Source: an optimization exercise on an open RTL-to-GDS flow (aim: small area and a short achievable clock period). Production flows keep margins and buffers that such runs may drop. Where RTL was checked, it was by simulation tests only, not by an equivalence proof against the original. Function not checked in run 1: the RTL went through the layout flow alone. Power is estimated from default activity; no workload was simulated.

==> flow/design.v (outline; a module is shown in full before it is edited, if it fits) <==
// module fpmul_prep: 22 lines
// module fpmul_tree_0: 2656 lines
// module fpmul_tree_1: 240 lines
// module fpmul_fa: 10 lines
// module fpmul_han: 9 lines
// module fpmul_xnor2: 7 lines
// module fpmul_or2: 7 lines
// module fpmul_normalize: 13 lines
// module fpmul_round: 56 lines
// module fpmul_top: 71 lines
module fpmul_top (
	input  logic                  clk,
	input  logic                  rst,
	input  logic                  in_valid,
	input  logic [31:0]           a,
	input  logic [31:0]           b,
	output logic                  out_valid,
	output fpmul_pkg::fpmul_out_t out
);
  // ...
==> flow/run.sh <==
#!/bin/bash
# synth_recipe.tcl (not shown) runs the flow's synth.tcl, then flattens the netlist and writes it again
# the make line also repeats each setting of config.mk as NAME=value (left out here)
make -C /OpenROAD-flow-scripts/flow DESIGN_CONFIG=/design/flow/config.mk WORK_HOME=/design/flow/orfs CLKGATE_MAP_FILE= SYNTH_SCRIPT=/design/flow/synth_recipe.tcl finish
==> flow/config.mk <==
export PLATFORM = sky130hd
export DESIGN_NAME = fpmul_top
export DESIGN_NICKNAME = fpmul_top
export VERILOG_FILES = /design/flow/design.v
export SDC_FILE = /design/flow/constraint.sdc
export NUM_CORES = 4
export LEC_CHECK = 0
export CAP_MARGIN = 20
export CORE_MARGIN = 2
export CORE_UTILIZATION = 40
export SETUP_SLACK_MARGIN = 4.0
export SLEW_MARGIN = 20
export SYNTH_HIERARCHICAL = 1
export SYNTH_MINIMUM_KEEP_SIZE = 0
==> flow/constraint.sdc <==
create_clock -name core_clock -period 7.5 [get_ports {clk}]
set_input_delay 1.5000 -clock core_clock [delete_from_list [all_inputs] [get_ports {clk}]]
set_output_delay 1.5000 -clock core_clock [all_outputs]
set_load 0.01 [all_outputs]
==> summary.txt, run 1 <==
Outcome
  • Status: timing/DRC/antenna clean

Layout
  • Seq_cells: 273
  • Biggest Area Class: multi-input gates
  • Fillers: 6045
  • Fin util: 42.8%
  • Reg with most FFs: r2_mid
  • Area growth, synth to finish: 5.67%
  • Largest registers: r2_mid x118, r4_out x36, r3_hi x26
  • Diode count: 1
  • Multi-input combinational area share: 65.3%
  • Inverter count: 29

Drt
  • Max layer used: met4
  • DR WL met2: 32500 um
  • Iter 0 DRT Violations: about 1200

Timing
  • RSZ-0062 raised after global routing: true
  • Fin. max-slew vios: 0
  • Setup TNS Final: 0 ns
  • Final setup vio count: 0
  • Fin. Hold Viols: 0

Critical path
  • Setup CP Type: reg -> reg
  • Slowest-stage cell, CP: fa_1
  • Required @ worst endpoint: around 7.9 ns
  • Crit end category: flop

Logic synthesis
  • Post-synthesis cell type count: 81
  • Mux share of post-synthesis cell area: 0.798%
  • Mapped Area: 0.0262 mm^2
  • Largest area contributor in the netlist: fa_1
  • Post-synth EDFFs: 0

CTS
  • Clock Path Buffers: 3
  • Worst-skew pair later-pin latency: 0.56 ns
  • Clock transition at path regs: about 0.06 ns
  • CTS Hold Bufs: 0

Global route
  • Most used routing layer: met2
  • Met3 global-route usage: 5.40%
  • Total global-route track usage: 21.5%

Floorplan
  • Taps Inserted: around 860
  • Core box area: 0.0646 mm^2

Hold path
  • Hold/Removal Path Class: reg -> reg

Pwr
  • Flop pwr share: 18.4%
  • Power Sequential: about 2.4 mW
  • Internal power: 7.16 mW

Placed design
  • Placed cell area: 0.0258 mm^2
  • Post-DP HPWL: between 40000 and 50000 um
  • I/O Buffers: 103
  • Routability Congestion: 0.894
==> module fpmul_tree_1, before the edit <==
module fpmul_tree_1 (
	input  logic [117:0] mi,
	output logic [47:0] sn,
	output logic [47:0] cn
);
	logic s1497;
	logic c1498;
	logic s1499;
	logic c1500;
	logic s1501;
	logic c1502;
	logic s1503;
	logic c1504;
	logic s1505;
	logic c1506;
	logic s1507;
	logic c1508;
	logic s1509;
	logic c1510;
	logic s1511;
	logic c1512;
	logic s1513;
	logic c1514;
	logic s1515;
	logic c1516;
	logic s1517;
	logic c1518;
	logic s1519;
	logic c1520;
	logic s1521;
	logic c1522;
	logic s1523;
	logic c1524;
	logic s1525;
	logic c1526;
	logic s1527;
	logic c1528;
	logic s1529;
	logic c1530;
	logic s1531;
	logic c1532;
	logic s1533;
	logic c1534;
	logic s1535;
	logic c1536;
	logic s1537;
	logic c1538;
	logic s1539;
	logic c1540;
	logic s1541;
	logic c1542;
	logic s1543;
	logic c1544;
	logic s1545;
	logic c1546;
	logic s1547;
	logic c1548;
	logic s1549;
	logic c1550;
	logic s1551;
	logic c1552;
	logic s1553;
	logic c1554;
	logic s1555;
	logic c1556;
	logic s1557;
	logic c1558;
	logic s1559;
	logic c1560;
	logic s1561;
	logic c1562;
	logic s1563;
	logic c1564;
	logic s1565;
	logic c1566;
	logic s1567;
	logic c1568;
	logic s1569;
	logic c1570;
	logic s1571;
	logic c1572;
	logic s1573;
	logic c1574;
	logic s1575;
	logic c1576;
	logic s1577;
	logic c1578;
	logic s1579;
	logic c1580;
	logic s1581;
	logic c1582;
	logic s1583;
	logic c1584;
	logic s1585;
	logic c1586;
	logic s1587;
	logic c1588;
	fpmul_fa u_s1497 (.a(mi[8]), .b(mi[9]), .c(mi[10]), .s(s1497), .co(c1498));
	fpmul_fa u_s1499 (.a(mi[27]), .b(mi[28]), .c(mi[29]), .s(s1499), .co(c1500));
	fpmul_fa u_s1501 (.a(mi[31]), .b(mi[32]), .c(mi[33]), .s(s1501), .co(c1502));
	fpmul_fa u_s1503 (.a(mi[34]), .b(mi[35]), .c(mi[36]), .s(s1503), .co(c1504));
	fpmul_fa u_s1505 (.a(mi[37]), .b(mi[38]), .c(mi[39]), .s(s1505), .co(c1506));
	fpmul_fa u_s1507 (.a(mi[40]), .b(mi[41]), .c(mi[42]), .s(s1507), .co(c1508));
	fpmul_fa u_s1509 (.a(mi[43]), .b(mi[44]), .c(mi[45]), .s(s1509), .co(c1510));
	fpmul_fa u_s1511 (.a(mi[46]), .b(mi[47]), .c(mi[48]), .s(s1511), .co(c1512));
	fpmul_fa u_s1513 (.a(mi[49]), .b(mi[50]), .c(mi[51]), .s(s1513), .co(c1514));
	fpmul_fa u_s1515 (.a(mi[53]), .b(mi[54]), .c(mi[55]), .s(s1515), .co(c1516));
	fpmul_fa u_s1517 (.a(mi[57]), .b(mi[58]), .c(mi[59]), .s(s1517), .co(c1518));
	fpmul_fa u_s1519 (.a(mi[61]), .b(mi[62]), .c(mi[63]), .s(s1519), .co(c1520));
	fpmul_fa u_s1521 (.a(mi[65]), .b(mi[66]), .c(mi[67]), .s(s1521), .co(c1522));
	fpmul_fa u_s1523 (.a(mi[69]), .b(mi[70]), .c(mi[71]), .s(s1523), .co(c1524));
	fpmul_fa u_s1525 (.a(mi[73]), .b(mi[74]), .c(mi[75]), .s(s1525), .co(c1526));
	fpmul_fa u_s1527 (.a(mi[77]), .b(mi[78]), .c(mi[79]), .s(s1527), .co(c1528));
	fpmul_fa u_s1529 (.a(mi[83]), .b(mi[84]), .c(mi[85]), .s(s1529), .co(c1530));
	fpmul_fa u_s1531 (.a(mi[86]), .b(mi[87]), .c(mi[88]), .s(s1531), .co(c1532));
	fpmul_fa u_s1533 (.a(mi[89]), .b(mi[90]), .c(mi[91]), .s(s1533), .co(c1534));
	fpmul_fa u_s1535 (.a(mi[92]), .b(mi[93]), .c(mi[94]), .s(s1535), .co(c1536));
	fpmul_fa u_s1537 (.a(mi[95]), .b(mi[96]), .c(mi[97]), .s(s1537), .co(c1538));
	fpmul_fa u_s1539 (.a(mi[98]), .b(mi[99]), .c(mi[100]), .s(s1539), .co(c1540));
	fpmul_fa u_s1541 (.a(mi[11]), .b(mi[12]), .c(c1498), .s(s1541), .co(c1542));
	fpmul_han u_s1543 (.an(mi[13]), .bn(mi[14]), .sn(s1543), .con(c1544));
	fpmul_han u_s1545 (.an(mi[15]), .bn(mi[16]), .sn(s1545), .con(c1546));
	fpmul_han u_s1547 (.an(mi[17]), .bn(mi[18]), .sn(s1547), .con(c1548));
	fpmul_han u_s1549 (.an(mi[19]), .bn(mi[20]), .sn(s1549), .con(c1550));
	fpmul_han u_s1551 (.an(mi[21]), .bn(mi[22]), .sn(s1551), .con(c1552));
	fpmul_han u_s1553 (.an(mi[23]), .bn(mi[24]), .sn(s1553), .con(c1554));
	fpmul_han u_s1555 (.an(mi[25]), .bn(mi[26]), .sn(s1555), .con(c1556));
	fpmul_han u_s1557 (.an(mi[30]), .bn(s1499), .sn(s1557), .con(c1558));
	fpmul_han u_s1559 (.an(c1500), .bn(s1501), .sn(s1559), .con(c1560));
	fpmul_han u_s1561 (.an(c1502), .bn(s1503), .sn(s1561), .con(c1562));
	fpmul_han u_s1563 (.an(c1504), .bn(s1505), .sn(s1563), .con(c1564));
	fpmul_han u_s1565 (.an(c1506), .bn(s1507), .sn(s1565), .con(c1566));
	fpmul_han u_s1567 (.an(c1508), .bn(s1509), .sn(s1567), .con(c1568));
	fpmul_han u_s1569 (.an(c1510), .bn(s1511), .sn(s1569), .con(c1570));
	fpmul_fa u_s1571 (.a(mi[52]), .b(c1512), .c(s1513), .s(s1571), .co(c1572));
	fpmul_fa u_s1573 (.a(mi[56]), .b(c1514), .c(s1515), .s(s1573), .co(c1574));
	fpmul_fa u_s1575 (.a(mi[60]), .b(c1516), .c(s1517), .s(s1575), .co(c1576));
	fpmul_fa u_s1577 (.a(mi[64]), .b(c1518), .c(s1519), .s(s1577), .co(c1578));
	fpmul_fa u_s1579 (.a(mi[68]), .b(c1520), .c(s1521), .s(s1579), .co(c1580));
	fpmul_fa u_s1581 (.a(mi[72]), .b(c1522), .c(s1523), .s(s1581), .co(c1582));
	fpmul_fa u_s1583 (.a(mi[76]), .b(c1524), .c(s1525), .s(s1583), .co(c1584));
	fpmul_fa u_s1585 (.a(mi[80]), .b(c1526), .c(s1527), .s(s1585), .co(c1586));
	fpmul_fa u_s1587 (.a(mi[81]), .b(mi[82]), .c(c1528), .s(s1587), .co(c1588));
	assign sn[0] = mi[0];
	assign cn[0] = 1'b1;
	assign sn[1] = mi[1];
	assign cn[1] = mi[2];
	assign sn[2] = mi[3];
	assign cn[2] = 1'b1;
	assign sn[3] = mi[4];
	assign cn[3] = 1'b1;
	assign sn[4] = mi[5];
	assign cn[4] = 1'b1;
	assign sn[5] = mi[6];
	assign cn[5] = 1'b1;
	assign sn[6] = mi[7];
	assign cn[6] = 1'b1;
	assign sn[7] = s1497;
	assign cn[7] = 1'b1;
	assign sn[8] = s1541;
	assign cn[8] = 1'b1;
	assign sn[9] = c1542;
	assign cn[9] = s1543;
	assign sn[10] = c1544;
	assign cn[10] = s1545;
	assign sn[11] = c1546;
	assign cn[11] = s1547;
	assign sn[12] = c1548;
	assign cn[12] = s1549;
	assign sn[13] = c1550;
	assign cn[13] = s1551;
	assign sn[14] = c1552;
	assign cn[14] = s1553;
	assign sn[15] = c1554;
	assign cn[15] = s1555;
	assign sn[16] = c1556;
	assign cn[16] = s1557;
	assign sn[17] = c1558;
	assign cn[17] = s1559;
	assign sn[18] = c1560;
	assign cn[18] = s1561;
	assign sn[19] = c1562;
	assign cn[19] = s1563;
	assign sn[20] = c1564;
	assign cn[20] = s1565;
	assign sn[21] = c1566;
	assign cn[21] = s1567;
	assign sn[22] = c1568;
	assign cn[22] = s1569;
	assign sn[23] = c1570;
	assign cn[23] = s1571;
	assign sn[24] = c1572;
	assign cn[24] = s1573;
	assign sn[25] = c1574;
	assign cn[25] = s1575;
	assign sn[26] = c1576;
	assign cn[26] = s1577;
	assign sn[27] = c1578;
	assign cn[27] = s1579;
	assign sn[28] = c1580;
	assign cn[28] = s1581;
	assign sn[29] = c1582;
	assign cn[29] = s1583;
	assign sn[30] = c1584;
	assign cn[30] = s1585;
	assign sn[31] = c1586;
	assign cn[31] = s1587;
	assign sn[32] = s1529;
	assign cn[32] = c1588;
	assign sn[33] = c1530;
	assign cn[33] = s1531;
	assign sn[34] = c1532;
	assign cn[34] = s1533;
	assign sn[35] = c1534;
	assign cn[35] = s1535;
	assign sn[36] = c1536;
	assign cn[36] = s1537;
	assign sn[37] = c1538;
	assign cn[37] = s1539;
	assign sn[38] = mi[101];
	assign cn[38] = c1540;
	assign sn[39] = mi[102];
	assign cn[39] = mi[103];
	assign sn[40] = mi[104];
	assign cn[40] = mi[105];
	assign sn[41] = mi[106];
	assign cn[41] = mi[107];
	assign sn[42] = mi[108];
	assign cn[42] = mi[109];
	assign sn[43] = mi[110];
	assign cn[43] = mi[111];
	assign sn[44] = mi[112];
	assign cn[44] = mi[113];
	assign sn[45] = mi[114];
	assign cn[45] = mi[115];
	assign sn[46] = mi[116];
	assign cn[46] = mi[117];
	assign sn[47] = 1'b1;
	assign cn[47] = 1'b1;
endmodule
==> module fpmul_normalize, before the edit <==
module fpmul_normalize (
	input  logic [47:0] sn,
	input  logic [47:0] cn,
	output logic [25:0] hi,      
	output logic        lo_nz    
);
	logic [47:0] s, c, p;
	assign s  = ~sn;
	assign c  = ~cn;
	assign p  = ~(sn + cn + 48'd1);
	assign hi = p[47:22];
	assign lo_nz = ((s[21:0] ^ c[21:0]) != {s[20:0] | c[20:0], 1'b0});
endmodule
==> module fpmul_round, before the edit <==
module fpmul_round (
	input  logic              sign,
	input  logic signed [9:0] exp,     
	input  logic              nan,
	input  logic              inf,
	input  logic              zero,
	input  logic [25:0]       hi,      
	input  logic              lo_nz,   
	output fpmul_pkg::fpmul_out_t res
);
	logic              top;   
	logic [22:0]       man;
	logic              lsb, guard, sticky, round_up;
	logic [23:0]       man_rnd;   
	logic signed [9:0] e1, e2;
	logic [7:0]        exp_out;
	logic              ovf, unf;
	assign top    = hi[25];
	assign man    = top ? hi[24:2] : hi[23:1];
	assign lsb    = top ? hi[2] : hi[1];
	assign guard  = top ? hi[1] : hi[0];
	assign sticky = top ? (hi[0] | lo_nz) : lo_nz;
	assign round_up = guard & (sticky | lsb);
	assign man_rnd  = {1'b0, man} + 24'(round_up);
	assign e1       = exp + 10'sd1;
	assign e2       = exp + 10'sd2;
	always_comb begin
		case ({top, man_rnd[23]})
			2'b00:   begin exp_out = exp[7:0]; ovf = (exp >= 10'sd255); unf = (exp <= 10'sd0); end
			2'b11:   begin exp_out = e2[7:0];  ovf = (e2 >= 10'sd255);  unf = (e2 <= 10'sd0);  end
			default: begin exp_out = e1[7:0];  ovf = (e1 >= 10'sd255);  unf = (e1 <= 10'sd0);  end
		endcase
	end
	always_comb begin
		res.flags = '0;
		if (nan) begin
			res.result        = fpmul_pkg::qnan;
			res.flags.invalid = 1'b1;
		end else if (inf) begin
			res.result = {sign, 8'hff, 23'b0};
		end else if (zero) begin
			res.result = {sign, 31'b0};
		end else if (ovf) begin
			res.result         = {sign, 8'hff, 23'b0};
			res.flags.overflow = 1'b1;
			res.flags.inexact  = 1'b1;
		end else if (unf) begin
			res.result          = {sign, 31'b0};
			res.flags.underflow = 1'b1;
			res.flags.inexact   = 1'b1;
		end else begin
			res.result        = {sign, exp_out, man_rnd[22:0]};
			res.flags.inexact = guard | sticky;
		end
	end
endmodule
==> module fpmul_top, before the edit <==
module fpmul_top (
	input  logic                  clk,
	input  logic                  rst,
	input  logic                  in_valid,
	input  logic [31:0]           a,
	input  logic [31:0]           b,
	output logic                  out_valid,
	output fpmul_pkg::fpmul_out_t out
);
	localparam int MID_W = 118;   
	logic [3:0] valid;   
	fpmul_pkg::info_t  p_info, r1_info, r2_info, r3_info;
	logic [22:0]       r1_fa, r1_fb;
	logic [MID_W-1:0]  t_mid, r2_mid;
	logic [47:0]       t_s, t_c;      
	logic [25:0]       n_hi, r3_hi;
	logic              n_lo_nz, r3_lo_nz;
	fpmul_pkg::fpmul_out_t rnd, r4_out;
	fpmul_prep i_prep (
		.a    (a),
		.b    (b),
		.sign (p_info.sign),
		.exp  (p_info.exp),
		.nan  (p_info.nan),
		.inf  (p_info.inf),
		.zero (p_info.zero)
	);
	fpmul_tree_0 i_tree_0 (
		.x  ({1'b1, r1_fa}),   
		.y  ({1'b1, r1_fb}),
		.mo (t_mid)
	);
	fpmul_tree_1 i_tree_1 (
		.mi (r2_mid),
		.sn (t_s),
		.cn (t_c)
	);
	fpmul_normalize i_normalize (
		.sn    (t_s),
		.cn    (t_c),
		.hi    (n_hi),
		.lo_nz (n_lo_nz)
	);
	fpmul_round i_round (
		.sign  (r3_info.sign),
		.exp   (r3_info.exp),
		.nan   (r3_info.nan),
		.inf   (r3_info.inf),
		.zero  (r3_info.zero),
		.hi    (r3_hi),
		.lo_nz (r3_lo_nz),
		.res   (rnd)
	);
	always_ff @(posedge clk) begin
		if (rst) valid <= '0;
		else     valid <= {valid[2:0], in_valid};
	end
	always_ff @(posedge clk) begin
		r1_fa    <= a[22:0];
		r1_fb    <= b[22:0];
		r1_info  <= p_info;
		r2_mid   <= t_mid;
		r2_info  <= r1_info;
		r3_hi    <= n_hi;
		r3_lo_nz <= n_lo_nz;
		r3_info  <= r2_info;
		r4_out   <= rnd;
	end
	assign out_valid = valid[3];
	assign out       = r4_out;
endmodule
==> inputs of run 2 (changes only) <==
--- a/flow/design.v
+++ b/flow/design.v
@@ -77,17 +77,17 @@
 	assign nan  = (a_max & a_frac) | (b_max & b_frac) | (a_zero & b_max) | (b_zero & a_max);
 	assign inf  = ~nan & (a_max | b_max);
 	assign zero = ~nan & ~inf & (a_zero | b_zero);
 endmodule
 `timescale 1ns/10ps
 module fpmul_tree_0 (
 	input  logic [23:0] x,
 	input  logic [23:0] y,
-	output logic [117:0] mo
+	output logic [151:0] mo
 );
 	logic pp1;
 	logic pp2;
 	logic pp3;
 	logic pp4;
 	logic pp5;
 	logic pp6;
 	logic pp7;
@@ -1503,88 +1503,16 @@
 	logic s1417;
 	logic c1418;
 	logic s1419;
 	logic c1420;
 	logic s1421;
 	logic c1422;
 	logic s1423;
 	logic c1424;
-	logic s1425;
-	logic c1426;
-	logic s1427;
-	logic c1428;
-	logic s1429;
-	logic c1430;
-	logic s1431;
-	logic c1432;
-	logic s1433;
-	logic c1434;
-	logic s1435;
-	logic c1436;
-	logic s1437;
-	logic c1438;
-	logic s1439;
-	logic c1440;
-	logic s1441;
-	logic c1442;
-	logic s1443;
-	logic c1444;
-	logic s1445;
-	logic c1446;
-	logic s1447;
-	logic c1448;
-	logic s1449;
-	logic c1450;
-	logic s1451;
-	logic c1452;
-	logic s1453;
-	logic c1454;
-	logic s1455;
-	logic c1456;
-	logic s1457;
-	logic c1458;
-	logic s1459;
-	logic c1460;
-	logic s1461;
-	logic c1462;
-	logic s1463;
-	logic c1464;
-	logic s1465;
-	logic c1466;
-	logic s1467;
-	logic c1468;
-	logic s1469;
-	logic c1470;
-	logic s1471;
-	logic c1472;
-	logic s1473;
-	logic c1474;
-	logic s1475;
-	logic c1476;
-	logic s1477;
-	logic c1478;
-	logic s1479;
-	logic c1480;
-	logic s1481;
-	logic c1482;
-	logic s1483;
-	logic c1484;
-	logic s1485;
-	logic c1486;
-	logic s1487;
-	logic c1488;
-	logic s1489;
-	logic c1490;
-	logic s1491;
-	logic c1492;
-	logic s1493;
-	logic c1494;
-	logic s1495;
-	logic c1496;
 	assign pp1 = ~(x[0] & y[0]);
 	assign pp2 = ~(x[0] & y[1]);
 	assign pp3 = ~(x[0] & y[2]);
 	assign pp4 = ~(x[0] & y[3]);
 	assign pp5 = ~(x[0] & y[4]);
 	assign pp6 = ~(x[0] & y[5]);
 	assign pp7 = ~(x[0] & y[6]);
 	assign pp8 = ~(x[0] & y[7]);
@@ -2575,176 +2503,246 @@
 	fpmul_fa u_s1409 (.a(s1135), .b(c1296), .c(c1298), .s(s1409), .co(c1410));
 	fpmul_fa u_s1411 (.a(s1139), .b(s1141), .c(c1300), .s(s1411), .co(c1412));
 	fpmul_fa u_s1413 (.a(c1304), .b(s1305), .c(s1307), .s(s1413), .co(c1414));
 	fpmul_fa u_s1415 (.a(s1149), .b(c1306), .c(c1308), .s(s1415), .co(c1416));
 	fpmul_fa u_s1417 (.a(s1151), .b(s1153), .c(c1310), .s(s1417), .co(c1418));
 	fpmul_fa u_s1419 (.a(c1154), .b(s1155), .c(c1312), .s(s1419), .co(c1420));
 	fpmul_fa u_s1421 (.a(s1159), .b(c1316), .c(s1317), .s(s1421), .co(c1422));
 	fpmul_fa u_s1423 (.a(c1160), .b(s1161), .c(c1318), .s(s1423), .co(c1424));
-	fpmul_fa u_s1425 (.a(s935), .b(s1167), .c(c1322), .s(s1425), .co(c1426));
-	fpmul_fa u_s1427 (.a(c1178), .b(s1179), .c(c1328), .s(s1427), .co(c1428));
-	fpmul_fa u_s1429 (.a(s1181), .b(c1330), .c(s1331), .s(s1429), .co(c1430));
-	fpmul_fa u_s1431 (.a(s1185), .b(c1332), .c(s1333), .s(s1431), .co(c1432));
-	fpmul_fa u_s1433 (.a(s1189), .b(c1334), .c(s1335), .s(s1433), .co(c1434));
-	fpmul_fa u_s1435 (.a(c1336), .b(s1337), .c(s1339), .s(s1435), .co(c1436));
-	fpmul_fa u_s1437 (.a(s1195), .b(s1197), .c(c1338), .s(s1437), .co(c1438));
-	fpmul_fa u_s1439 (.a(s1201), .b(s1203), .c(c1342), .s(s1439), .co(c1440));
-	fpmul_fa u_s1441 (.a(s1207), .b(c1344), .c(s1345), .s(s1441), .co(c1442));
-	fpmul_fa u_s1443 (.a(c1346), .b(c1348), .c(s1349), .s(s1443), .co(c1444));
-	fpmul_fa u_s1445 (.a(c1350), .b(c1352), .c(s1353), .s(s1445), .co(c1446));
-	fpmul_fa u_s1447 (.a(c1354), .b(c1356), .c(s1357), .s(s1447), .co(c1448));
-	fpmul_fa u_s1449 (.a(s1229), .b(s1231), .c(c1358), .s(s1449), .co(c1450));
-	fpmul_fa u_s1451 (.a(c1360), .b(s1361), .c(s1363), .s(s1451), .co(c1452));
-	fpmul_fa u_s1453 (.a(s1237), .b(c1362), .c(c1364), .s(s1453), .co(c1454));
-	fpmul_han u_s1455 (.an(s1365), .bn(s1367), .sn(s1455), .con(c1456));
-	fpmul_fa u_s1457 (.a(s1245), .b(c1366), .c(c1368), .s(s1457), .co(c1458));
-	fpmul_han u_s1459 (.an(s1369), .bn(s1371), .sn(s1459), .con(c1460));
-	fpmul_fa u_s1461 (.a(s1249), .b(s1251), .c(c1370), .s(s1461), .co(c1462));
-	fpmul_fa u_s1463 (.a(c1372), .b(s1373), .c(s1375), .s(s1463), .co(c1464));
-	fpmul_fa u_s1465 (.a(s1255), .b(s1257), .c(c1374), .s(s1465), .co(c1466));
-	fpmul_fa u_s1467 (.a(c1376), .b(s1377), .c(s1379), .s(s1467), .co(c1468));
-	fpmul_fa u_s1469 (.a(c1378), .b(c1380), .c(s1381), .s(s1469), .co(c1470));
-	fpmul_fa u_s1471 (.a(s1269), .b(c1382), .c(c1384), .s(s1471), .co(c1472));
-	fpmul_fa u_s1473 (.a(s1273), .b(c1386), .c(c1388), .s(s1473), .co(c1474));
-	fpmul_fa u_s1475 (.a(s1277), .b(s1279), .c(c1390), .s(s1475), .co(c1476));
-	fpmul_fa u_s1477 (.a(c1394), .b(s1395), .c(s1397), .s(s1477), .co(c1478));
-	fpmul_fa u_s1479 (.a(c1396), .b(c1398), .c(s1399), .s(s1479), .co(c1480));
-	fpmul_fa u_s1481 (.a(c1400), .b(c1402), .c(s1403), .s(s1481), .co(c1482));
-	fpmul_fa u_s1483 (.a(s1297), .b(c1404), .c(c1406), .s(s1483), .co(c1484));
-	fpmul_fa u_s1485 (.a(s1299), .b(s1301), .c(c1408), .s(s1485), .co(c1486));
-	fpmul_fa u_s1487 (.a(c1302), .b(s1303), .c(c1410), .s(s1487), .co(c1488));
-	fpmul_fa u_s1489 (.a(s1309), .b(c1414), .c(s1415), .s(s1489), .co(c1490));
-	fpmul_fa u_s1491 (.a(s1311), .b(c1416), .c(s1417), .s(s1491), .co(c1492));
-	fpmul_fa u_s1493 (.a(s1313), .b(c1418), .c(s1419), .s(s1493), .co(c1494));
-	fpmul_fa u_s1495 (.a(c1314), .b(s1315), .c(c1420), .s(s1495), .co(c1496));
 	assign mo[0] = pp1;
 	assign mo[1] = pp2;
 	assign mo[2] = pp25;
 	assign mo[3] = s577;
 	assign mo[4] = s929;
 	assign mo[5] = s1165;
 	assign mo[6] = s1321;
-	assign mo[7] = s1425;
-	assign mo[8] = c1168;
-	assign mo[9] = s1169;
-	assign mo[10] = c1426;
-	assign mo[11] = s1171;
-	assign mo[12] = s1323;
-	assign mo[13] = c1324;
-	assign mo[14] = s1325;
-	assign mo[15] = c1326;
-	assign mo[16] = s1327;
-	assign mo[17] = s1329;
-	assign mo[18] = s1427;
-	assign mo[19] = c1428;
-	assign mo[20] = s1429;
-	assign mo[21] = c1430;
-	assign mo[22] = s1431;
-	assign mo[23] = c1432;
-	assign mo[24] = s1433;
-	assign mo[25] = c1434;
-	assign mo[26] = s1435;
-	assign mo[27] = c1340;
-	assign mo[28] = s1341;
-	assign mo[29] = c1436;
-	assign mo[30] = s1437;
-	assign mo[31] = s1343;
-	assign mo[32] = c1438;
-	assign mo[33] = s1439;
-	assign mo[34] = s1347;
-	assign mo[35] = c1440;
-	assign mo[36] = s1441;
-	assign mo[37] = s1351;
-	assign mo[38] = c1442;
-	assign mo[39] = s1443;
-	assign mo[40] = s1355;
-	assign mo[41] = c1444;
-	assign mo[42] = s1445;
-	assign mo[43] = s1359;
-	assign mo[44] = c1446;
-	assign mo[45] = s1447;
-	assign mo[46] = c1448;
-	assign mo[47] = s1449;
-	assign mo[48] = s1451;
-	assign mo[49] = c1450;
-	assign mo[50] = c1452;
-	assign mo[51] = s1453;
-	assign mo[52] = s1455;
-	assign mo[53] = c1454;
-	assign mo[54] = c1456;
-	assign mo[55] = s1457;
-	assign mo[56] = s1459;
-	assign mo[57] = c1458;
-	assign mo[58] = c1460;
-	assign mo[59] = s1461;
-	assign mo[60] = s1463;
-	assign mo[61] = c1462;
-	assign mo[62] = c1464;
-	assign mo[63] = s1465;
-	assign mo[64] = s1467;
-	assign mo[65] = s1383;
-	assign mo[66] = c1466;
-	assign mo[67] = c1468;
-	assign mo[68] = s1469;
-	assign mo[69] = s1385;
-	assign mo[70] = s1387;
-	assign mo[71] = c1470;
-	assign mo[72] = s1471;
-	assign mo[73] = s1389;
-	assign mo[74] = s1391;
-	assign mo[75] = c1472;
-	assign mo[76] = s1473;
-	assign mo[77] = c1392;
-	assign mo[78] = s1393;
-	assign mo[79] = c1474;
-	assign mo[80] = s1475;
-	assign mo[81] = c1476;
-	assign mo[82] = s1477;
-	assign mo[83] = s1401;
-	assign mo[84] = c1478;
-	assign mo[85] = s1479;
-	assign mo[86] = s1405;
-	assign mo[87] = c1480;
-	assign mo[88] = s1481;
-	assign mo[89] = s1407;
-	assign mo[90] = c1482;
-	assign mo[91] = s1483;
-	assign mo[92] = s1409;
-	assign mo[93] = c1484;
-	assign mo[94] = s1485;
-	assign mo[95] = s1411;
-	assign mo[96] = c1486;
-	assign mo[97] = s1487;
-	assign mo[98] = c1412;
-	assign mo[99] = s1413;
-	assign mo[100] = c1488;
-	assign mo[101] = s1489;
-	assign mo[102] = c1490;
-	assign mo[103] = s1491;
-	assign mo[104] = c1492;
-	assign mo[105] = s1493;
-	assign mo[106] = c1494;
-	assign mo[107] = s1495;
-	assign mo[108] = s1421;
-	assign mo[109] = c1496;
-	assign mo[110] = c1422;
-	assign mo[111] = s1423;
-	assign mo[112] = s1319;
-	assign mo[113] = c1424;
-	assign mo[114] = s1163;
-	assign mo[115] = c1320;
-	assign mo[116] = pp576;
-	assign mo[117] = c1164;
+	assign mo[7] = s935;
+	assign mo[8] = s1167;
+	assign mo[9] = c1322;
+	assign mo[10] = c1168;
+	assign mo[11] = s1169;
+	assign mo[12] = s1171;
+	assign mo[13] = s1323;
+	assign mo[14] = c1324;
+	assign mo[15] = s1325;
+	assign mo[16] = c1326;
+	assign mo[17] = s1327;
+	assign mo[18] = c1178;
+	assign mo[19] = s1179;
+	assign mo[20] = c1328;
+	assign mo[21] = s1329;
+	assign mo[22] = s1181;
+	assign mo[23] = c1330;
+	assign mo[24] = s1331;
+	assign mo[25] = s1185;
+	assign mo[26] = c1332;
+	assign mo[27] = s1333;
+	assign mo[28] = s1189;
+	assign mo[29] = c1334;
+	assign mo[30] = s1335;
+	assign mo[31] = c1336;
+	assign mo[32] = s1337;
+	assign mo[33] = s1339;
+	assign mo[34] = s1195;
+	assign mo[35] = s1197;
+	assign mo[36] = c1338;
+	assign mo[37] = c1340;
+	assign mo[38] = s1341;
+	assign mo[39] = s1201;
+	assign mo[40] = s1203;
+	assign mo[41] = c1342;
+	assign mo[42] = s1343;
+	assign mo[43] = s1207;
+	assign mo[44] = c1344;
+	assign mo[45] = s1345;
+	assign mo[46] = s1347;
+	assign mo[47] = c1346;
+	assign mo[48] = c1348;
+	assign mo[49] = s1349;
+	assign mo[50] = s1351;
+	assign mo[51] = c1350;
+	assign mo[52] = c1352;
+	assign mo[53] = s1353;
+	assign mo[54] = s1355;
+	assign mo[55] = c1354;
+	assign mo[56] = c1356;
+	assign mo[57] = s1357;
+	assign mo[58] = s1359;
+	assign mo[59] = s1229;
+	assign mo[60] = s1231;
+	assign mo[61] = c1358;
+	assign mo[62] = c1360;
+	assign mo[63] = s1361;
+	assign mo[64] = s1363;
+	assign mo[65] = s1237;
+	assign mo[66] = c1362;
+	assign mo[67] = c1364;
+	assign mo[68] = s1365;
+	assign mo[69] = s1367;
+	assign mo[70] = s1245;
+	assign mo[71] = c1366;
+	assign mo[72] = c1368;
+	assign mo[73] = s1369;
+	assign mo[74] = s1371;
+	assign mo[75] = s1249;
+	assign mo[76] = s1251;
+	assign mo[77] = c1370;
+	assign mo[78] = c1372;
+	assign mo[79] = s1373;
+	assign mo[80] = s1375;
+	assign mo[81] = s1255;
+	assign mo[82] = s1257;
+	assign mo[83] = c1374;
+	assign mo[84] = c1376;
+	assign mo[85] = s1377;
+	assign mo[86] = s1379;
+	assign mo[87] = c1378;
+	assign mo[88] = c1380;
+	assign mo[89] = s1381;
+	assign mo[90] = s1383;
+	assign mo[91] = s1269;
+	assign mo[92] = c1382;
+	assign mo[93] = c1384;
+	assign mo[94] = s1385;
+	assign mo[95] = s1387;
+	assign mo[96] = s1273;
+	assign mo[97] = c1386;
+	assign mo[98] = c1388;
+	assign mo[99] = s1389;
+	assign mo[100] = s1391;
+	assign mo[101] = s1277;
+	assign mo[102] = s1279;
+	assign mo[103] = c1390;
+	assign mo[104] = c1392;
+	assign mo[105] = s1393;
+	assign mo[106] = c1394;
+	assign mo[107] = s1395;
+	assign mo[108] = s1397;
+	assign mo[109] = c1396;
+	assign mo[110] = c1398;
+	assign mo[111] = s1399;
+	assign mo[112] = s1401;
+	assign mo[113] = c1400;
+	assign mo[114] = c1402;
+	assign mo[115] = s1403;
+	assign mo[116] = s1405;
+	assign mo[117] = s1297;
+	assign mo[118] = c1404;
+	assign mo[119] = c1406;
+	assign mo[120] = s1407;
+	assign mo[121] = s1299;
+	assign mo[122] = s1301;
+	assign mo[123] = c1408;
+	assign mo[124] = s1409;
+	assign mo[125] = c1302;
+	assign mo[126] = s1303;
+	assign mo[127] = c1410;
+	assign mo[128] = s1411;
+	assign mo[129] = c1412;
+	assign mo[130] = s1413;
+	assign mo[131] = s1309;
+	assign mo[132] = c1414;
+	assign mo[133] = s1415;
+	assign mo[134] = s1311;
+	assign mo[135] = c1416;
+	assign mo[136] = s1417;
+	assign mo[137] = s1313;
+	assign mo[138] = c1418;
+	assign mo[139] = s1419;
+	assign mo[140] = c1314;
+	assign mo[141] = s1315;
+	assign mo[142] = c1420;
+	assign mo[143] = s1421;
+	assign mo[144] = c1422;
+	assign mo[145] = s1423;
+	assign mo[146] = s1319;
+	assign mo[147] = c1424;
+	assign mo[148] = s1163;
+	assign mo[149] = c1320;
+	assign mo[150] = pp576;
+	assign mo[151] = c1164;
 endmodule
 module fpmul_tree_1 (
-	input  logic [117:0] mi,
+	input  logic [151:0] mi,
 	output logic [47:0] sn,
 	output logic [47:0] cn
 );
+	logic s1425;
+	logic c1426;
+	logic s1427;
+	logic c1428;
+	logic s1429;
+	logic c1430;
+	logic s1431;
+	logic c1432;
+	logic s1433;
+	logic c1434;
+	logic s1435;
+	logic c1436;
+	logic s1437;
+	logic c1438;
+	logic s1439;
+	logic c1440;
+	logic s1441;
+	logic c1442;
+	logic s1443;
+	logic c1444;
+	logic s1445;
+	logic c1446;
+	logic s1447;
+	logic c1448;
+	logic s1449;
+	logic c1450;
+	logic s1451;
+	logic c1452;
+	logic s1453;
+	logic c1454;
+	logic s1455;
+	logic c1456;
+	logic s1457;
+	logic c1458;
+	logic s1459;
+	logic c1460;
+	logic s1461;
+	logic c1462;
+	logic s1463;
+	logic c1464;
+	logic s1465;
+	logic c1466;
+	logic s1467;
+	logic c1468;
+	logic s1469;
+	logic c1470;
+	logic s1471;
+	logic c1472;
+	logic s1473;
+	logic c1474;
+	logic s1475;
+	logic c1476;
+	logic s1477;
+	logic c1478;
+	logic s1479;
+	logic c1480;
+	logic s1481;
+	logic c1482;
+	logic s1483;
+	logic c1484;
+	logic s1485;
+	logic c1486;
+	logic s1487;
+	logic c1488;
+	logic s1489;
+	logic c1490;
+	logic s1491;
+	logic c1492;
+	logic s1493;
+	logic c1494;
+	logic s1495;
+	logic c1496;
 	logic s1497;
 	logic c1498;
 	logic s1499;
 	logic c1500;
 	logic s1501;
 	logic c1502;
 	logic s1503;
 	logic c1504;
@@ -2827,75 +2825,111 @@
 	logic s1581;
 	logic c1582;
 	logic s1583;
 	logic c1584;
 	logic s1585;
 	logic c1586;
 	logic s1587;
 	logic c1588;
-	fpmul_fa u_s1497 (.a(mi[8]), .b(mi[9]), .c(mi[10]), .s(s1497), .co(c1498));
-	fpmul_fa u_s1499 (.a(mi[27]), .b(mi[28]), .c(mi[29]), .s(s1499), .co(c1500));
-	fpmul_fa u_s1501 (.a(mi[31]), .b(mi[32]), .c(mi[33]), .s(s1501), .co(c1502));
-	fpmul_fa u_s1503 (.a(mi[34]), .b(mi[35]), .c(mi[36]), .s(s1503), .co(c1504));
-	fpmul_fa u_s1505 (.a(mi[37]), .b(mi[38]), .c(mi[39]), .s(s1505), .co(c1506));
-	fpmul_fa u_s1507 (.a(mi[40]), .b(mi[41]), .c(mi[42]), .s(s1507), .co(c1508));
-	fpmul_fa u_s1509 (.a(mi[43]), .b(mi[44]), .c(mi[45]), .s(s1509), .co(c1510));
-	fpmul_fa u_s1511 (.a(mi[46]), .b(mi[47]), .c(mi[48]), .s(s1511), .co(c1512));
-	fpmul_fa u_s1513 (.a(mi[49]), .b(mi[50]), .c(mi[51]), .s(s1513), .co(c1514));
-	fpmul_fa u_s1515 (.a(mi[53]), .b(mi[54]), .c(mi[55]), .s(s1515), .co(c1516));
-	fpmul_fa u_s1517 (.a(mi[57]), .b(mi[58]), .c(mi[59]), .s(s1517), .co(c1518));
-	fpmul_fa u_s1519 (.a(mi[61]), .b(mi[62]), .c(mi[63]), .s(s1519), .co(c1520));
-	fpmul_fa u_s1521 (.a(mi[65]), .b(mi[66]), .c(mi[67]), .s(s1521), .co(c1522));
-	fpmul_fa u_s1523 (.a(mi[69]), .b(mi[70]), .c(mi[71]), .s(s1523), .co(c1524));
-	fpmul_fa u_s1525 (.a(mi[73]), .b(mi[74]), .c(mi[75]), .s(s1525), .co(c1526));
-	fpmul_fa u_s1527 (.a(mi[77]), .b(mi[78]), .c(mi[79]), .s(s1527), .co(c1528));
-	fpmul_fa u_s1529 (.a(mi[83]), .b(mi[84]), .c(mi[85]), .s(s1529), .co(c1530));
-	fpmul_fa u_s1531 (.a(mi[86]), .b(mi[87]), .c(mi[88]), .s(s1531), .co(c1532));
-	fpmul_fa u_s1533 (.a(mi[89]), .b(mi[90]), .c(mi[91]), .s(s1533), .co(c1534));
-	fpmul_fa u_s1535 (.a(mi[92]), .b(mi[93]), .c(mi[94]), .s(s1535), .co(c1536));
-	fpmul_fa u_s1537 (.a(mi[95]), .b(mi[96]), .c(mi[97]), .s(s1537), .co(c1538));
-	fpmul_fa u_s1539 (.a(mi[98]), .b(mi[99]), .c(mi[100]), .s(s1539), .co(c1540));
-	fpmul_fa u_s1541 (.a(mi[11]), .b(mi[12]), .c(c1498), .s(s1541), .co(c1542));
-	fpmul_han u_s1543 (.an(mi[13]), .bn(mi[14]), .sn(s1543), .con(c1544));
-	fpmul_han u_s1545 (.an(mi[15]), .bn(mi[16]), .sn(s1545), .con(c1546));
-	fpmul_han u_s1547 (.an(mi[17]), .bn(mi[18]), .sn(s1547), .con(c1548));
-	fpmul_han u_s1549 (.an(mi[19]), .bn(mi[20]), .sn(s1549), .con(c1550));
-	fpmul_han u_s1551 (.an(mi[21]), .bn(mi[22]), .sn(s1551), .con(c1552));
-	fpmul_han u_s1553 (.an(mi[23]), .bn(mi[24]), .sn(s1553), .con(c1554));
-	fpmul_han u_s1555 (.an(mi[25]), .bn(mi[26]), .sn(s1555), .con(c1556));
-	fpmul_han u_s1557 (.an(mi[30]), .bn(s1499), .sn(s1557), .con(c1558));
+	fpmul_fa u_s1425 (.a(mi[7]), .b(mi[8]), .c(mi[9]), .s(s1425), .co(c1426));
+	fpmul_fa u_s1427 (.a(mi[18]), .b(mi[19]), .c(mi[20]), .s(s1427), .co(c1428));
+	fpmul_fa u_s1429 (.a(mi[22]), .b(mi[23]), .c(mi[24]), .s(s1429), .co(c1430));
+	fpmul_fa u_s1431 (.a(mi[25]), .b(mi[26]), .c(mi[27]), .s(s1431), .co(c1432));
+	fpmul_fa u_s1433 (.a(mi[28]), .b(mi[29]), .c(mi[30]), .s(s1433), .co(c1434));
+	fpmul_fa u_s1435 (.a(mi[31]), .b(mi[32]), .c(mi[33]), .s(s1435), .co(c1436));
+	fpmul_fa u_s1437 (.a(mi[34]), .b(mi[35]), .c(mi[36]), .s(s1437), .co(c1438));
+	fpmul_fa u_s1439 (.a(mi[39]), .b(mi[40]), .c(mi[41]), .s(s1439), .co(c1440));
+	fpmul_fa u_s1441 (.a(mi[43]), .b(mi[44]), .c(mi[45]), .s(s1441), .co(c1442));
+	fpmul_fa u_s1443 (.a(mi[47]), .b(mi[48]), .c(mi[49]), .s(s1443), .co(c1444));
+	fpmul_fa u_s1445 (.a(mi[51]), .b(mi[52]), .c(mi[53]), .s(s1445), .co(c1446));
+	fpmul_fa u_s1447 (.a(mi[55]), .b(mi[56]), .c(mi[57]), .s(s1447), .co(c1448));
+	fpmul_fa u_s1449 (.a(mi[59]), .b(mi[60]), .c(mi[61]), .s(s1449), .co(c1450));
+	fpmul_fa u_s1451 (.a(mi[62]), .b(mi[63]), .c(mi[64]), .s(s1451), .co(c1452));
+	fpmul_fa u_s1453 (.a(mi[65]), .b(mi[66]), .c(mi[67]), .s(s1453), .co(c1454));
+	fpmul_han u_s1455 (.an(mi[68]), .bn(mi[69]), .sn(s1455), .con(c1456));
+	fpmul_fa u_s1457 (.a(mi[70]), .b(mi[71]), .c(mi[72]), .s(s1457), .co(c1458));
+	fpmul_han u_s1459 (.an(mi[73]), .bn(mi[74]), .sn(s1459), .con(c1460));
+	fpmul_fa u_s1461 (.a(mi[75]), .b(mi[76]), .c(mi[77]), .s(s1461), .co(c1462));
+	fpmul_fa u_s1463 (.a(mi[78]), .b(mi[79]), .c(mi[80]), .s(s1463), .co(c1464));
+	fpmul_fa u_s1465 (.a(mi[81]), .b(mi[82]), .c(mi[83]), .s(s1465), .co(c1466));
+	fpmul_fa u_s1467 (.a(mi[84]), .b(mi[85]), .c(mi[86]), .s(s1467), .co(c1468));
+	fpmul_fa u_s1469 (.a(mi[87]), .b(mi[88]), .c(mi[89]), .s(s1469), .co(c1470));
+	fpmul_fa u_s1471 (.a(mi[91]), .b(mi[92]), .c(mi[93]), .s(s1471), .co(c1472));
+	fpmul_fa u_s1473 (.a(mi[96]), .b(mi[97]), .c(mi[98]), .s(s1473), .co(c1474));
+	fpmul_fa u_s1475 (.a(mi[101]), .b(mi[102]), .c(mi[103]), .s(s1475), .co(c1476));
+	fpmul_fa u_s1477 (.a(mi[106]), .b(mi[107]), .c(mi[108]), .s(s1477), .co(c1478));
+	fpmul_fa u_s1479 (.a(mi[109]), .b(mi[110]), .c(mi[111]), .s(s1479), .co(c1480));
+	fpmul_fa u_s1481 (.a(mi[113]), .b(mi[114]), .c(mi[115]), .s(s1481), .co(c1482));
+	fpmul_fa u_s1483 (.a(mi[117]), .b(mi[118]), .c(mi[119]), .s(s1483), .co(c1484));
+	fpmul_fa u_s1485 (.a(mi[121]), .b(mi[122]), .c(mi[123]), .s(s1485), .co(c1486));
+	fpmul_fa u_s1487 (.a(mi[125]), .b(mi[126]), .c(mi[127]), .s(s1487), .co(c1488));
+	fpmul_fa u_s1489 (.a(mi[131]), .b(mi[132]), .c(mi[133]), .s(s1489), .co(c1490));
+	fpmul_fa u_s1491 (.a(mi[134]), .b(mi[135]), .c(mi[136]), .s(s1491), .co(c1492));
+	fpmul_fa u_s1493 (.a(mi[137]), .b(mi[138]), .c(mi[139]), .s(s1493), .co(c1494));
+	fpmul_fa u_s1495 (.a(mi[140]), .b(mi[141]), .c(mi[142]), .s(s1495), .co(c1496));
+	fpmul_fa u_s1497 (.a(mi[10]), .b(mi[11]), .c(c1426), .s(s1497), .co(c1498));
+	fpmul_fa u_s1499 (.a(mi[37]), .b(mi[38]), .c(c1436), .s(s1499), .co(c1500));
+	fpmul_fa u_s1501 (.a(mi[42]), .b(c1438), .c(s1439), .s(s1501), .co(c1502));
+	fpmul_fa u_s1503 (.a(mi[46]), .b(c1440), .c(s1441), .s(s1503), .co(c1504));
+	fpmul_fa u_s1505 (.a(mi[50]), .b(c1442), .c(s1443), .s(s1505), .co(c1506));
+	fpmul_fa u_s1507 (.a(mi[54]), .b(c1444), .c(s1445), .s(s1507), .co(c1508));
+	fpmul_fa u_s1509 (.a(mi[58]), .b(c1446), .c(s1447), .s(s1509), .co(c1510));
+	fpmul_fa u_s1511 (.a(c1448), .b(s1449), .c(s1451), .s(s1511), .co(c1512));
+	fpmul_fa u_s1513 (.a(c1450), .b(c1452), .c(s1453), .s(s1513), .co(c1514));
+	fpmul_fa u_s1515 (.a(c1454), .b(c1456), .c(s1457), .s(s1515), .co(c1516));
+	fpmul_fa u_s1517 (.a(c1458), .b(c1460), .c(s1461), .s(s1517), .co(c1518));
+	fpmul_fa u_s1519 (.a(c1462), .b(c1464), .c(s1465), .s(s1519), .co(c1520));
+	fpmul_fa u_s1521 (.a(mi[90]), .b(c1466), .c(c1468), .s(s1521), .co(c1522));
+	fpmul_fa u_s1523 (.a(mi[94]), .b(mi[95]), .c(c1470), .s(s1523), .co(c1524));
+	fpmul_fa u_s1525 (.a(mi[99]), .b(mi[100]), .c(c1472), .s(s1525), .co(c1526));
+	fpmul_fa u_s1527 (.a(mi[104]), .b(mi[105]), .c(c1474), .s(s1527), .co(c1528));
+	fpmul_fa u_s1529 (.a(mi[112]), .b(c1478), .c(s1479), .s(s1529), .co(c1530));
+	fpmul_fa u_s1531 (.a(mi[116]), .b(c1480), .c(s1481), .s(s1531), .co(c1532));
+	fpmul_fa u_s1533 (.a(mi[120]), .b(c1482), .c(s1483), .s(s1533), .co(c1534));
+	fpmul_fa u_s1535 (.a(mi[124]), .b(c1484), .c(s1485), .s(s1535), .co(c1536));
+	fpmul_fa u_s1537 (.a(mi[128]), .b(c1486), .c(s1487), .s(s1537), .co(c1538));
+	fpmul_fa u_s1539 (.a(mi[129]), .b(mi[130]), .c(c1488), .s(s1539), .co(c1540));
+	fpmul_fa u_s1541 (.a(mi[12]), .b(mi[13]), .c(c1498), .s(s1541), .co(c1542));
+	fpmul_han u_s1543 (.an(mi[14]), .bn(mi[15]), .sn(s1543), .con(c1544));
+	fpmul_han u_s1545 (.an(mi[16]), .bn(mi[17]), .sn(s1545), .con(c1546));
+	fpmul_han u_s1547 (.an(mi[21]), .bn(s1427), .sn(s1547), .con(c1548));
+	fpmul_han u_s1549 (.an(c1428), .bn(s1429), .sn(s1549), .con(c1550));
+	fpmul_han u_s1551 (.an(c1430), .bn(s1431), .sn(s1551), .con(c1552));
+	fpmul_han u_s1553 (.an(c1432), .bn(s1433), .sn(s1553), .con(c1554));
+	fpmul_han u_s1555 (.an(c1434), .bn(s1435), .sn(s1555), .con(c1556));
+	fpmul_han u_s1557 (.an(s1437), .bn(s1499), .sn(s1557), .con(c1558));
 	fpmul_han u_s1559 (.an(c1500), .bn(s1501), .sn(s1559), .con(c1560));
 	fpmul_han u_s1561 (.an(c1502), .bn(s1503), .sn(s1561), .con(c1562));
 	fpmul_han u_s1563 (.an(c1504), .bn(s1505), .sn(s1563), .con(c1564));
 	fpmul_han u_s1565 (.an(c1506), .bn(s1507), .sn(s1565), .con(c1566));
 	fpmul_han u_s1567 (.an(c1508), .bn(s1509), .sn(s1567), .con(c1568));
 	fpmul_han u_s1569 (.an(c1510), .bn(s1511), .sn(s1569), .con(c1570));
-	fpmul_fa u_s1571 (.a(mi[52]), .b(c1512), .c(s1513), .s(s1571), .co(c1572));
-	fpmul_fa u_s1573 (.a(mi[56]), .b(c1514), .c(s1515), .s(s1573), .co(c1574));
-	fpmul_fa u_s1575 (.a(mi[60]), .b(c1516), .c(s1517), .s(s1575), .co(c1576));
-	fpmul_fa u_s1577 (.a(mi[64]), .b(c1518), .c(s1519), .s(s1577), .co(c1578));
-	fpmul_fa u_s1579 (.a(mi[68]), .b(c1520), .c(s1521), .s(s1579), .co(c1580));
-	fpmul_fa u_s1581 (.a(mi[72]), .b(c1522), .c(s1523), .s(s1581), .co(c1582));
-	fpmul_fa u_s1583 (.a(mi[76]), .b(c1524), .c(s1525), .s(s1583), .co(c1584));
-	fpmul_fa u_s1585 (.a(mi[80]), .b(c1526), .c(s1527), .s(s1585), .co(c1586));
-	fpmul_fa u_s1587 (.a(mi[81]), .b(mi[82]), .c(c1528), .s(s1587), .co(c1588));
+	fpmul_fa u_s1571 (.a(s1455), .b(c1512), .c(s1513), .s(s1571), .co(c1572));
+	fpmul_fa u_s1573 (.a(s1459), .b(c1514), .c(s1515), .s(s1573), .co(c1574));
+	fpmul_fa u_s1575 (.a(s1463), .b(c1516), .c(s1517), .s(s1575), .co(c1576));
+	fpmul_fa u_s1577 (.a(s1467), .b(c1518), .c(s1519), .s(s1577), .co(c1578));
+	fpmul_fa u_s1579 (.a(s1469), .b(c1520), .c(s1521), .s(s1579), .co(c1580));
+	fpmul_fa u_s1581 (.a(s1471), .b(c1522), .c(s1523), .s(s1581), .co(c1582));
+	fpmul_fa u_s1583 (.a(s1473), .b(c1524), .c(s1525), .s(s1583), .co(c1584));
+	fpmul_fa u_s1585 (.a(s1475), .b(c1526), .c(s1527), .s(s1585), .co(c1586));
+	fpmul_fa u_s1587 (.a(c1476), .b(s1477), .c(c1528), .s(s1587), .co(c1588));
 	assign sn[0] = mi[0];
 	assign cn[0] = 1'b1;
 	assign sn[1] = mi[1];
 	assign cn[1] = mi[2];
 	assign sn[2] = mi[3];
 	assign cn[2] = 1'b1;
 	assign sn[3] = mi[4];
 	assign cn[3] = 1'b1;
 	assign sn[4] = mi[5];
 	assign cn[4] = 1'b1;
 	assign sn[5] = mi[6];
 	assign cn[5] = 1'b1;
-	assign sn[6] = mi[7];
+	assign sn[6] = s1425;
 	assign cn[6] = 1'b1;
 	assign sn[7] = s1497;
 	assign cn[7] = 1'b1;
 	assign sn[8] = s1541;
 	assign cn[8] = 1'b1;
 	assign sn[9] = c1542;
 	assign cn[9] = s1543;
 	assign sn[10] = c1544;
@@ -2949,34 +2983,34 @@
 	assign sn[34] = c1532;
 	assign cn[34] = s1533;
 	assign sn[35] = c1534;
 	assign cn[35] = s1535;
 	assign sn[36] = c1536;
 	assign cn[36] = s1537;
 	assign sn[37] = c1538;
 	assign cn[37] = s1539;
-	assign sn[38] = mi[101];
+	assign sn[38] = s1489;
 	assign cn[38] = c1540;
-	assign sn[39] = mi[102];
-	assign cn[39] = mi[103];
-	assign sn[40] = mi[104];
-	assign cn[40] = mi[105];
-	assign sn[41] = mi[106];
-	assign cn[41] = mi[107];
-	assign sn[42] = mi[108];
-	assign cn[42] = mi[109];
-	assign sn[43] = mi[110];
-	assign cn[43] = mi[111];
-	assign sn[44] = mi[112];
-	assign cn[44] = mi[113];
-	assign sn[45] = mi[114];
-	assign cn[45] = mi[115];
-	assign sn[46] = mi[116];
-	assign cn[46] = mi[117];
+	assign sn[39] = c1490;
+	assign cn[39] = s1491;
+	assign sn[40] = c1492;
+	assign cn[40] = s1493;
+	assign sn[41] = c1494;
+	assign cn[41] = s1495;
+	assign sn[42] = mi[143];
+	assign cn[42] = c1496;
+	assign sn[43] = mi[144];
+	assign cn[43] = mi[145];
+	assign sn[44] = mi[146];
+	assign cn[44] = mi[147];
+	assign sn[45] = mi[148];
+	assign cn[45] = mi[149];
+	assign sn[46] = mi[150];
+	assign cn[46] = mi[151];
 	assign sn[47] = 1'b1;
 	assign cn[47] = 1'b1;
 endmodule
 module fpmul_fa (
 	input  logic a,
 	input  logic b,
 	input  logic c,
 	output logic s,
@@ -3004,58 +3038,76 @@
 module fpmul_or2 (
 	input  logic a,
 	input  logic b,
 	output logic y
 );
 	assign y = a | b;
 endmodule
 `timescale 1ns/10ps
-module fpmul_normalize (
-	input  logic [47:0] sn,
-	input  logic [47:0] cn,
-	output logic [25:0] hi,      
+module fpmul_cpa_lo (
+	input  logic [21:0] sn,
+	input  logic [21:0] cn,
+	output logic        cout,    
 	output logic        lo_nz    
 );
-	logic [47:0] s, c, p;
-	assign s  = ~sn;
-	assign c  = ~cn;
-	assign p  = ~(sn + cn + 48'd1);
-	assign hi = p[47:22];
-	assign lo_nz = ((s[21:0] ^ c[21:0]) != {s[20:0] | c[20:0], 1'b0});
+	logic [21:0] s, c;
+	logic [22:0] sum;
+	assign s     = ~sn;
+	assign c     = ~cn;
+	assign sum   = {1'b0, s} + {1'b0, c};
+	assign cout  = sum[22];
+	assign lo_nz = ((s ^ c) != {s[20:0] | c[20:0], 1'b0});
+endmodule
+module fpmul_normalize (
+	input  logic [25:0] sn,
+	input  logic [25:0] cn,
+	input  logic        cin,        
+	input  logic        lo_nz,      
+	output logic        top,        
+	output logic [22:0] man,        
+	output logic        round_up,
+	output logic        carry,      
+	output logic        inexact
+);
+	logic [25:0] hi;   
+	logic        lsb, guard, sticky;
+	assign hi     = ~sn + ~cn + 26'(cin);
+	assign top    = hi[25];
+	assign man    = top ? hi[24:2] : hi[23:1];
+	assign lsb    = top ? hi[2] : hi[1];
+	assign guard  = top ? hi[1] : hi[0];
+	assign sticky = top ? (hi[0] | lo_nz) : lo_nz;
+	assign round_up = guard & (sticky | lsb);
+	assign carry    = round_up & (&man);
+	assign inexact  = guard | sticky;
 endmodule
 `timescale 1ns/10ps
 module fpmul_round (
 	input  logic              sign,
-	input  logic signed [9:0] exp,     
+	input  logic signed [9:0] exp,        
 	input  logic              nan,
 	input  logic              inf,
 	input  logic              zero,
-	input  logic [25:0]       hi,      
-	input  logic              lo_nz,   
+	input  logic              top,        
+	input  logic [22:0]       man,
+	input  logic              round_up,
+	input  logic              carry,      
+	input  logic              inexact,
 	output fpmul_pkg::fpmul_out_t res
 );
-	logic              top;   
-	logic [22:0]       man;
-	logic              lsb, guard, sticky, round_up;
-	logic [23:0]       man_rnd;   
+	logic [22:0]       man_rnd;
 	logic signed [9:0] e1, e2;
 	logic [7:0]        exp_out;
 	logic              ovf, unf;
-	assign top    = hi[25];
-	assign man    = top ? hi[24:2] : hi[23:1];
-	assign lsb    = top ? hi[2] : hi[1];
-	assign guard  = top ? hi[1] : hi[0];
-	assign sticky = top ? (hi[0] | lo_nz) : lo_nz;
-	assign round_up = guard & (sticky | lsb);
-	assign man_rnd  = {1'b0, man} + 24'(round_up);
-	assign e1       = exp + 10'sd1;
-	assign e2       = exp + 10'sd2;
+	assign man_rnd = man + 23'(round_up);
+	assign e1      = exp + 10'sd1;
+	assign e2      = exp + 10'sd2;
 	always_comb begin
-		case ({top, man_rnd[23]})
+		case ({top, carry})
 			2'b00:   begin exp_out = exp[7:0]; ovf = (exp >= 10'sd255); unf = (exp <= 10'sd0); end
 			2'b11:   begin exp_out = e2[7:0];  ovf = (e2 >= 10'sd255);  unf = (e2 <= 10'sd0);  end
 			default: begin exp_out = e1[7:0];  ovf = (e1 >= 10'sd255);  unf = (e1 <= 10'sd0);  end
 		endcase
 	end
 	always_comb begin
 		res.flags = '0;
 		if (nan) begin
@@ -3070,84 +3122,110 @@
 			res.flags.overflow = 1'b1;
 			res.flags.inexact  = 1'b1;
 		end else if (unf) begin
 			res.result          = {sign, 31'b0};
 			res.flags.underflow = 1'b1;
 			res.flags.inexact   = 1'b1;
 		end else begin
 			res.result        = {sign, exp_out, man_rnd[22:0]};
-			res.flags.inexact = guard | sticky;
+			res.flags.inexact = inexact;
 		end
 	end
 endmodule
 `timescale 1ns/10ps
 module fpmul_top (
 	input  logic                  clk,
 	input  logic                  rst,
 	input  logic                  in_valid,
 	input  logic [31:0]           a,
 	input  logic [31:0]           b,
 	output logic                  out_valid,
 	output fpmul_pkg::fpmul_out_t out
 );
-	localparam int MID_W = 118;   
-	logic [3:0] valid;   
-	fpmul_pkg::info_t  p_info, r1_info, r2_info, r3_info;
-	logic [22:0]       r1_fa, r1_fb;
+	localparam int MID_W = 152;   
+	logic [4:0] valid;   
+	fpmul_pkg::info_t  p_info, r2_info, r3_info, r4_info;
+	logic [31:0]       r1_a, r1_b;
 	logic [MID_W-1:0]  t_mid, r2_mid;
-	logic [47:0]       t_s, t_c;      
-	logic [25:0]       n_hi, r3_hi;
-	logic              n_lo_nz, r3_lo_nz;
-	fpmul_pkg::fpmul_out_t rnd, r4_out;
+	logic [47:0]       t_sn, t_cn;       
+	logic              l_cout, l_nz;
+	logic [25:0]       r3_sn, r3_cn;
+	logic              r3_cin, r3_lo_nz;
+	logic              n_top, n_round_up, n_carry, n_inexact;
+	logic [22:0]       n_man;
+	logic              r4_top, r4_round_up, r4_carry, r4_inexact;
+	logic [22:0]       r4_man;
+	fpmul_pkg::fpmul_out_t rnd, r5_out;
 	fpmul_prep i_prep (
-		.a    (a),
-		.b    (b),
+		.a    (r1_a),
+		.b    (r1_b),
 		.sign (p_info.sign),
 		.exp  (p_info.exp),
 		.nan  (p_info.nan),
 		.inf  (p_info.inf),
 		.zero (p_info.zero)
 	);
 	fpmul_tree_0 i_tree_0 (
-		.x  ({1'b1, r1_fa}),   
-		.y  ({1'b1, r1_fb}),
+		.x  ({1'b1, r1_a[22:0]}),   
+		.y  ({1'b1, r1_b[22:0]}),
 		.mo (t_mid)
 	);
 	fpmul_tree_1 i_tree_1 (
 		.mi (r2_mid),
-		.sn (t_s),
-		.cn (t_c)
+		.sn (t_sn),
+		.cn (t_cn)
+	);
+	fpmul_cpa_lo i_cpa_lo (
+		.sn    (t_sn[21:0]),
+		.cn    (t_cn[21:0]),
+		.cout  (l_cout),
+		.lo_nz (l_nz)
 	);
 	fpmul_normalize i_normalize (
-		.sn    (t_s),
-		.cn    (t_c),
-		.hi    (n_hi),
-		.lo_nz (n_lo_nz)
+		.sn       (r3_sn),
+		.cn       (r3_cn),
+		.cin      (r3_cin),
+		.lo_nz    (r3_lo_nz),
+		.top      (n_top),
+		.man      (n_man),
+		.round_up (n_round_up),
+		.carry    (n_carry),
+		.inexact  (n_inexact)
 	);
 	fpmul_round i_round (
-		.sign  (r3_info.sign),
-		.exp   (r3_info.exp),
-		.nan   (r3_info.nan),
-		.inf   (r3_info.inf),
-		.zero  (r3_info.zero),
-		.hi    (r3_hi),
-		.lo_nz (r3_lo_nz),
-		.res   (rnd)
+		.sign     (r4_info.sign),
+		.exp      (r4_info.exp),
+		.nan      (r4_info.nan),
+		.inf      (r4_info.inf),
+		.zero     (r4_info.zero),
+		.top      (r4_top),
+		.man      (r4_man),
+		.round_up (r4_round_up),
+		.carry    (r4_carry),
+		.inexact  (r4_inexact),
+		.res      (rnd)
 	);
 	always_ff @(posedge clk) begin
 		if (rst) valid <= '0;
-		else     valid <= {valid[2:0], in_valid};
+		else     valid <= {valid[3:0], in_valid};
 	end
 	always_ff @(posedge clk) begin
-		r1_fa    <= a[22:0];
-		r1_fb    <= b[22:0];
-		r1_info  <= p_info;
-		r2_mid   <= t_mid;
-		r2_info  <= r1_info;
-		r3_hi    <= n_hi;
-		r3_lo_nz <= n_lo_nz;
-		r3_info  <= r2_info;
-		r4_out   <= rnd;
+		r1_a        <= a;
+		r1_b        <= b;
+		r2_mid      <= t_mid;
+		r2_info     <= p_info;
+		r3_sn       <= t_sn[47:22];
+		r3_cn       <= t_cn[47:22];
+		r3_cin      <= l_cout;
+		r3_lo_nz    <= l_nz;
+		r3_info     <= r2_info;
+		r4_top      <= n_top;
+		r4_man      <= n_man;
+		r4_round_up <= n_round_up;
+		r4_carry    <= n_carry;
+		r4_inexact  <= n_inexact;
+		r4_info     <= r3_info;
+		r5_out      <= rnd;
 	end
-	assign out_valid = valid[3];
-	assign out       = r4_out;
+	assign out_valid = valid[4];
+	assign out       = r5_out;
 endmodule
==> flow/config.mk (replaced) <==
export PLATFORM = sky130hd
export DESIGN_NAME = fpmul_top
export DESIGN_NICKNAME = fpmul_top
export VERILOG_FILES = /design/flow/design.v
export SDC_FILE = /design/flow/constraint.sdc
export NUM_CORES = 4
export LEC_CHECK = 0
export CAP_MARGIN = 20
export CORE_MARGIN = 2
export CORE_UTILIZATION = 40
export SETUP_SLACK_MARGIN = 4.5
export SLEW_MARGIN = 20
export SYNTH_HIERARCHICAL = 1
export SYNTH_MINIMUM_KEEP_SIZE = 0
==> run 2 against run 1 <==
  * Power is 0.20% lower
  * Cell area is 7.7% higher
  * Cell count is 6.4% higher
  * Via count is 1.0% lower
  * Critical path depth is 3 lower
  * Sequential cell count is 107 higher
  * Wire length is 2.6% lower
  * Synthesized area is 7.0% higher
  * Critical endpoint is now r3_lo_nz
  * Synthesized cell count is 6.1% higher
  * Clock power is about 50% higher
  * Largest cell class unchanged
  * Maximum frequency is 14% higher
  * Utilization is 0.083 points lower
==> summary.txt, run 2 <==
Critical path
  • Setup CP Type: reg -> reg
  • Required @ worst endpoint: 7.95 ns (+0.03 ns)
  • Crit end category: flop
  • CP Launch Type: flop
  • Slowest-stage cell, CP: or4_4

Layout
  • Area growth, synth to finish: 6.30%
  • Commonest non-fill, non-tap cell in the layout: nand2_1
  • Fillers: 6514 (+7.8%)
  • Final Cell Area: 0.0298 mm^2
  • Largest registers: r2_mid x152, r5_out x36
  • Fin util: 42.7% (-0.083 points)
  • Reg with most FFs: r2_mid
  • Max FFs per register: 152

Timing
  • Worst slew pin tran: 0.968 ns
  • Fin. max-slew vios: 0 (unchanged)
  • Maximum clock rate: 0.313 GHz
  • RSZ-0062 raised after global routing: true
  • Final setup vio count: 0 (unchanged)
  • Final period util: 42.7%
  • Slew HR: 34.9%
  • Fin. Hold Viols: 0 (unchanged)
  • Setup TNS Final: 0 ns (unchanged)

Pwr
  • Leakage power: 11.6 nW

Drt
  • Antenna Nets Post-Route: 0
  • Iter 0 DRT Violations: 1358 (+13%)

Hold path
  • Hold/Removal Path Class: reg -> reg

CTS
  • CTS tree: built
  • Worst-skew pair later-pin latency: 0.61 ns (+0.05 ns)
  • Root Buffer: clkbuf_16
  • Clock transition at path regs: 0.07 ns (about the same)
  • Clock Path Buffers: 3 (unchanged)

Logic synthesis
  • Post-synthesis cell type count: 82 (+1.2%)
  • Synth top cells by count: nand2_1, fa_1, dfxtp_1
  • Synth Flop Type: dfxtp_1
  • Synth top area cells: fa_1, dfxtp_1, nand2_1
  • Post-synth EDFFs: 0 (unchanged)
  • Mapped Area: 0.0280 mm^2 (+7.0%)
  • Syn_area_per_cell: between 10 and 15 um^2
  • Largest area contributor in the netlist: fa_1

Outcome
  • Status: timing/DRC/antenna clean

Placed design
  • Placed cell area: 0.0275 mm^2 (+6.4%)
  • I/O Buffers: 103 (unchanged)
  • Routability Congestion: 0.890 (-0.46%)
  • Post-DP HPWL: 46900 um (-4.3%)

Floorplan
  • Core box area: 0.0697 mm^2 (+7.9%)
  • Die H: 269 um

Global route
  • Total gr overflow: 0
  • Initial antenna violation count: 2
  • Total global-route track usage: 19.6% (-1.9 points)
## run 2: timing repair
action	CTS	global route
pin swaps	19	25
resized for setup	62	79
endpoints found under the setup margin	140	92
hold buffers	0	0
buffers inserted	4	6
hold endpoints to repair	0	0
## run 2: path summary, 6_finish.rpt
| check | cells after the start | end | slack [ns] | from |
|---|---|---|---|---|
| max | 9 | r3_lo_nz | 4.30 | r2_mid[7] |
| max reg2reg | 9 | r3_lo_nz | 4.30 | r2_mid[7] |
| min | 0 | r3_cn[21] | 0.32 | r2_mid[145] |
| min reg2reg | 0 | r3_cn[21] | 0.32 | r2_mid[145] |
## run 2: layout make-up
type | instances | area (um^2) | area share, %
repair buffers | 151 | 1560 | 5.23
diodes | 1 | 2.50 | 0.00840
well taps | 940 | 1180 | 3.95
multi-input cells | 1741 | 17200 | 57.8
flip-flops and latches | 380 | 7640 | 25.7
clock buffers | 50 | 1200 | 4.02
inverters | 128 | 487 | 1.63
clock inverters | 36 | 518 | 1.74
## run 2: cell families after synthesis
kind of cell / share of synthesized area, %
AND/OR/NAND/NOR: 13.3
AO/OA/AOI/OAI: 3.91
flip-flops: 27.2
XOR/XNOR: 2.75
adder cells (fa/ha/maj): 39.3
multiplexers: 0.737
other: 0.0268
buffers and inverters: 12.8
## run 2: layer usage
| layer | track usage, % | vias to the layer above | share of wire, % |
|---|---|---|---|
| li1 | - | 7586 | - |
| met1 | 26.2 | 8695 | 41 |
| met2 | 30.4 | 962 | 45 |
| met3 | 5.21 | 224 | 10 |
| met4 | 7.49 | 2 | 3.8 |
| met5 | 0 | - | 0.019 |
## run 2: worst register-to-register path: stages, from the launching register on
cell	delay (ns)
dfxtp_1	0.31
fa_1	0.45
fa_2	0.36
fa_2	0.35
inv_1	0.07
ha_2	0.30
xnor2_2	0.17
nor4_2	0.31
nand4_1	0.17
or4_4	0.56
## run 2: modules after synthesis, one instance, submodules excluded, excerpt
module	flip-flops and latches	area (um^2)	copies in the design
fpmul_normalize	0	1970	1
fpmul_prep	0	643	1
fpmul_round	0	1500	1
fpmul_fa	0	20.0	490
fpmul_tree_0	0	4380	1
fpmul_or2	0	6.26	16
fpmul_xnor2	0	8.76	16
fpmul_tree_1	0	724	1
fpmul_cpa_lo	0	1100	1
fpmul_top	380	7640	1
## run 2: where the power goes
part / total (mW) / switching [mW] / internal, mW
clock: 2.45 / 0.977 / 1.47
sequential: 3.21 / 0.404 / 2.81
combinational: 7.63 / 4.14 / 3.49
## run 2: through the flow
step           total power [mW]  std cells  setup WS (ns)  hold slack (ns)
2_1_floorplan              9.58       2624           4.51            0.310
3_3_place_gp               9.78       3330           4.04            0.312
3_5_place_dp               9.93       3330           3.98            0.312
4_1_cts                    13.0       3420           4.32            0.325
5_1_grt                    14.4       3427           4.19            0.325
6_report                   13.3       3427           4.30            0.323

Re-timed with assumed drivers on the ports (clkbuf_16 on the clock, buf_2 on other inputs), run 2 has 4.300 ns of setup slack against 4.300 ns with ideal ports, and 4.300 ns once port delays also move by the mid clock arrival of 0.641 ns.
